From an optimization exercise on the open Yosys and OpenROAD flow, aimed at small area, a short achievable clock period and few clock cycles; shortcuts taken in it are not production practice.
Where RTL was checked, it was by simulation tests only, not by an equivalence proof against the original.
Power is estimated from default activity; no workload was simulated.

// voxel_file_stream_parser
module voxel_file_stream_parser (
  input  logic               clk,
  input  logic               rst,
  input  logic               data_valid,
  output logic               data_stall,
  input  logic [7:0]         data_byte,
  input  logic               start_of_file,
  output logic               event_valid,
  input  logic               event_stall,
  output logic [2:0]         event_kind,
  output logic [7:0]         voxel_x,
  output logic [7:0]         voxel_y,
  output logic [7:0]         voxel_z,
  output logic [7:0]         material,
  output logic signed [31:0] size_x,
  output logic signed [31:0] size_y,
  output logic signed [31:0] size_z,
  output logic signed [31:0] file_version,
  output logic [15:0]        model_number,
  output logic               last_voxel
);
  vfsp_core u_core (
    .clk           (clk),
    .rst           (rst),
    .data_valid    (data_valid),
    .data_stall    (data_stall),
    .data_byte     (data_byte),
    .start_of_file (start_of_file),
    .event_valid   (event_valid),
    .event_stall   (event_stall),
    .event_kind    (event_kind),
    .voxel_x       (voxel_x),
    .voxel_y       (voxel_y),
    .voxel_z       (voxel_z),
    .material      (material),
    .size_x        (size_x),
    .size_y        (size_y),
    .size_z        (size_z),
    .file_version  (file_version),
    .model_number  (model_number),
    .last_voxel    (last_voxel)
  );
endmodule
==> flow/config.mk <==
export PLATFORM = sky130hd
export DESIGN_NAME = voxel_file_stream_parser
export DESIGN_NICKNAME = voxel_file_stream_parser
export VERILOG_FILES = /design/flow/design.v
export SDC_FILE = /design/flow/constraint.sdc
export NUM_CORES = 4
export LEC_CHECK = 0
export ABC_CLOCK_PERIOD_IN_PS = 2200
export CAP_MARGIN = 20
export CORE_MARGIN = 2
export CORE_UTILIZATION = 40
export SETUP_SLACK_MARGIN = 2.6
export SLEW_MARGIN = 20
==> flow/constraint.sdc <==
create_clock -name core_clock -period 5.0 [get_ports {clk}]
set_input_delay 1.0000 -clock core_clock [delete_from_list [all_inputs] [get_ports {clk}]]
set_output_delay 1.0000 -clock core_clock [all_outputs]
set_load 0.01 [all_outputs]
standard.sh (not shown) runs the stock make flow with config.mk's settings and CLKGATE_MAP_FILE= SYNTH_SCRIPT=/design/flow/synth_recipe.tcl, a recipe that flattens the netlist after the stock synthesis.
==> flow/flow/run.sh <==
#!/bin/bash
# Standard ORFS layout (the standard.sh), with two changes: the port
# buffers are the smallest buffer cell, and clock tree synthesis adds no
# dummy loads at the clock tree leaves.
set -euo pipefail
export BUFFER_PORTS_ARGS="-buffer_cell sky130_fd_sc_hd__buf_1"
export CTS_ARGS="-sink_clustering_enable -repair_clock_nets -dont_use_dummy_load"
bash standard.sh finish > standard_make.log 2>&1
The baseline produced a clean layout.
Edit:
--- a/flow/flow/run.sh
+++ b/flow/flow/run.sh
@@ -5,4 +5,4 @@
 set -euo pipefail
 export BUFFER_PORTS_ARGS="-buffer_cell sky130_fd_sc_hd__buf_1"
-export CTS_ARGS="-sink_clustering_enable -repair_clock_nets -dont_use_dummy_load"
+export CTS_ARGS="-sink_clustering_enable -repair_clock_nets -dont_use_dummy_load -buf_list {sky130_fd_sc_hd__clkbuf_4 sky130_fd_sc_hd__clkbuf_8}"
 bash standard.sh finish > standard_make.log 2>&1
--- a/flow/config.mk
+++ b/flow/config.mk
@@ -10,4 +10,5 @@
 export CORE_MARGIN = 2
 export CORE_UTILIZATION = 40
+export CTS_BUF_LIST = sky130_fd_sc_hd__clkbuf_4 sky130_fd_sc_hd__clkbuf_8
 export SETUP_SLACK_MARGIN = 2.6
 export SLEW_MARGIN = 20
The changed run passed the timing, design-rule and antenna checks.
Total power decreases by 10%.
Sequential share of layout area rose by 0.25 points.
Setup slack got worse by 0.021 ns.
Flip-flop and latch count stays the same.
Clock power shrinks by 32%.
Routed wire length is higher by 1.1%.
Non-clock buffer count grows by 8.
Clock-buffer cell count is unchanged.
Utilization shrinks by 0.22 points.
Via count is about the same.
No run of this note included a check of the RTL's function; only the layout flow was run.

* * *

Another version of the RTL of voxel_file_stream_parser (not shown whole).
Size: about 760 cells after synthesis, roughly 180 flip-flops, about 200 I/O pins.
==> flow/config.mk <==
export PLATFORM = sky130hd
export DESIGN_NAME = voxel_file_stream_parser
export DESIGN_NICKNAME = voxel_file_stream_parser
export VERILOG_FILES = /design/flow/design.v
export SDC_FILE = /design/flow/constraint.sdc
export NUM_CORES = 4
export LEC_CHECK = 0
export ABC_CLOCK_PERIOD_IN_PS = 2200
export CAP_MARGIN = 10
export CORE_MARGIN = 2
export CORE_UTILIZATION = 40
export CTS_BUF_LIST = sky130_fd_sc_hd__clkbuf_4 sky130_fd_sc_hd__clkbuf_8
export SETUP_SLACK_MARGIN = 2.6
export SLEW_MARGIN = 10
==> flow/constraint.sdc <==
create_clock -name core_clock -period 5.0 [get_ports {clk}]
set_input_delay 1.0000 -clock core_clock [delete_from_list [all_inputs] [get_ports {clk}]]
set_output_delay 1.0000 -clock core_clock [all_outputs]
set_load 0.01 [all_outputs]
==> flow/flow/run.sh <==
#!/bin/bash
# Standard ORFS layout (the standard.sh), with two changes: the port
# buffers are the smallest buffer cell, and clock tree synthesis adds no
# dummy loads at the clock tree leaves.
set -euo pipefail
export BUFFER_PORTS_ARGS="-buffer_cell sky130_fd_sc_hd__buf_1"
export CTS_ARGS="-sink_clustering_enable -repair_clock_nets -dont_use_dummy_load -buf_list {sky130_fd_sc_hd__clkbuf_4 sky130_fd_sc_hd__clkbuf_8} -sink_clustering_size 40"
bash standard.sh finish > standard_make.log 2>&1
Testbench counts at the start, summed over its fixed seeds: cycles 16,095.
==> next run, changes <==
==> flow/flow/run.sh (replaced) <==
#!/bin/bash
# Standard ORFS layout (the standard.sh), with two changes: the port
# buffers are the smallest buffer cell, and clock tree synthesis adds no
# dummy loads at the clock tree leaves.
set -euo pipefail
export BUFFER_PORTS_ARGS="-buffer_cell sky130_fd_sc_hd__buf_1"
export CTS_ARGS="-sink_clustering_enable -repair_clock_nets -dont_use_dummy_load -buf_list {sky130_fd_sc_hd__clkbuf_4 sky130_fd_sc_hd__clkbuf_8}"
bash standard.sh finish > standard_make.log 2>&1
Settings changed: CAP_MARGIN 10 to 20, CORE_UTILIZATION 40 to 50, SLEW_MARGIN 10 to 20.
Register-to-register slack degrades by 0.03 ns. Wire length stays flat. Non-clock buffer count came out lower by 5. Die area went down by 19%. Final cell count came out lower by 4.8%. Clock skew came out lower by 0.0072 ns. Combinational power barely changes. Fmax climbs by 1.3%. Power stays flat. Sequential share of layout area is higher by 0.70 points.
==> next run, changes <==
==> flow/flow/run.sh (replaced) <==
#!/bin/bash
# The standard layout (standard.sh: ORFS synthesis to finish), with the
# following changes passed to ORFS through its environment:
#  - the port buffers ORFS inserts on every input and output are the
#    smallest buffer cell (buf_1) rather than the cell ORFS picks;
#  - clock tree synthesis adds no dummy loads at the clock tree leaves and
#    builds the tree from clkbuf_4 and clkbuf_8 (the same list as
#    CTS_BUF_LIST in config.mk, which CTS_ARGS overrides).
# make's full output goes to standard_make.log here; ORFS keeps each step's
# log under orfs/logs.
set -euo pipefail
export BUFFER_PORTS_ARGS="-buffer_cell sky130_fd_sc_hd__buf_1"
export CTS_ARGS="-sink_clustering_enable -repair_clock_nets -dont_use_dummy_load -buf_list {sky130_fd_sc_hd__clkbuf_4 sky130_fd_sc_hd__clkbuf_8}"
bash standard.sh finish > standard_make.log 2>&1
Settings changed: CORE_UTILIZATION 50 to 45, SETUP_SLACK_MARGIN 2.6 to 2.2.
Result:
- utilization decreases by 8.3 points
- worst setup slack is worse by 0.27 ns
- worst hold slack got worse by 0.0078 ns
- die area increases by 11%
- register-to-register slack gets worse by 0.30 ns
- non-clock buffer count decreases by 13
- clock skew goes up by 0.0094 ns

## afterwards: timing with drivers on the ports
In the flow no input, the clock included, has a driving cell. The finished layouts below were timed again as built, in two steps.
Step 1: set_driving_cell puts a clkbuf_16 on clk and a buf_2 on each other input, an assumption about the parent block.
Step 2 times the ports against the registers' clock, not the clock port: input delays grow and output delays shrink by t, the midpoint of the rising clock arrivals with the driver on.
a / b / c = ideal ports / drivers / drivers and shift; a / b = the first two.
run	t, ns	setup WS [ns]	worst hold slack (ns)	worst register clock-pin slew, ns
the first run of note 1	0.465	2.526 / 2.543 / 2.078	0.445 / 0.445 / 0.445	0.07 / 0.07
the second run of note 1	0.474	2.505 / 2.514 / 2.040	0.449 / 0.449 / 0.449	0.10 / 0.10
the first run of note 2	0.485	2.593 / 2.552 / 2.237	0.431 / 0.431 / 0.431	0.10 / 0.10
the second run of note 2	0.475	2.623 / 2.586 / 2.248	0.441 / 0.441 / 0.441	0.09 / 0.09
the third run of note 2	0.475	2.349 / 2.309 / 1.924	0.433 / 0.433 / 0.433	0.10 / 0.10
After both steps setup and hold are still met in every run listed. The setup slack of the second run of note 1, which loses most, moves by +0.009 ns with the drivers and by -0.465 ns with both steps.
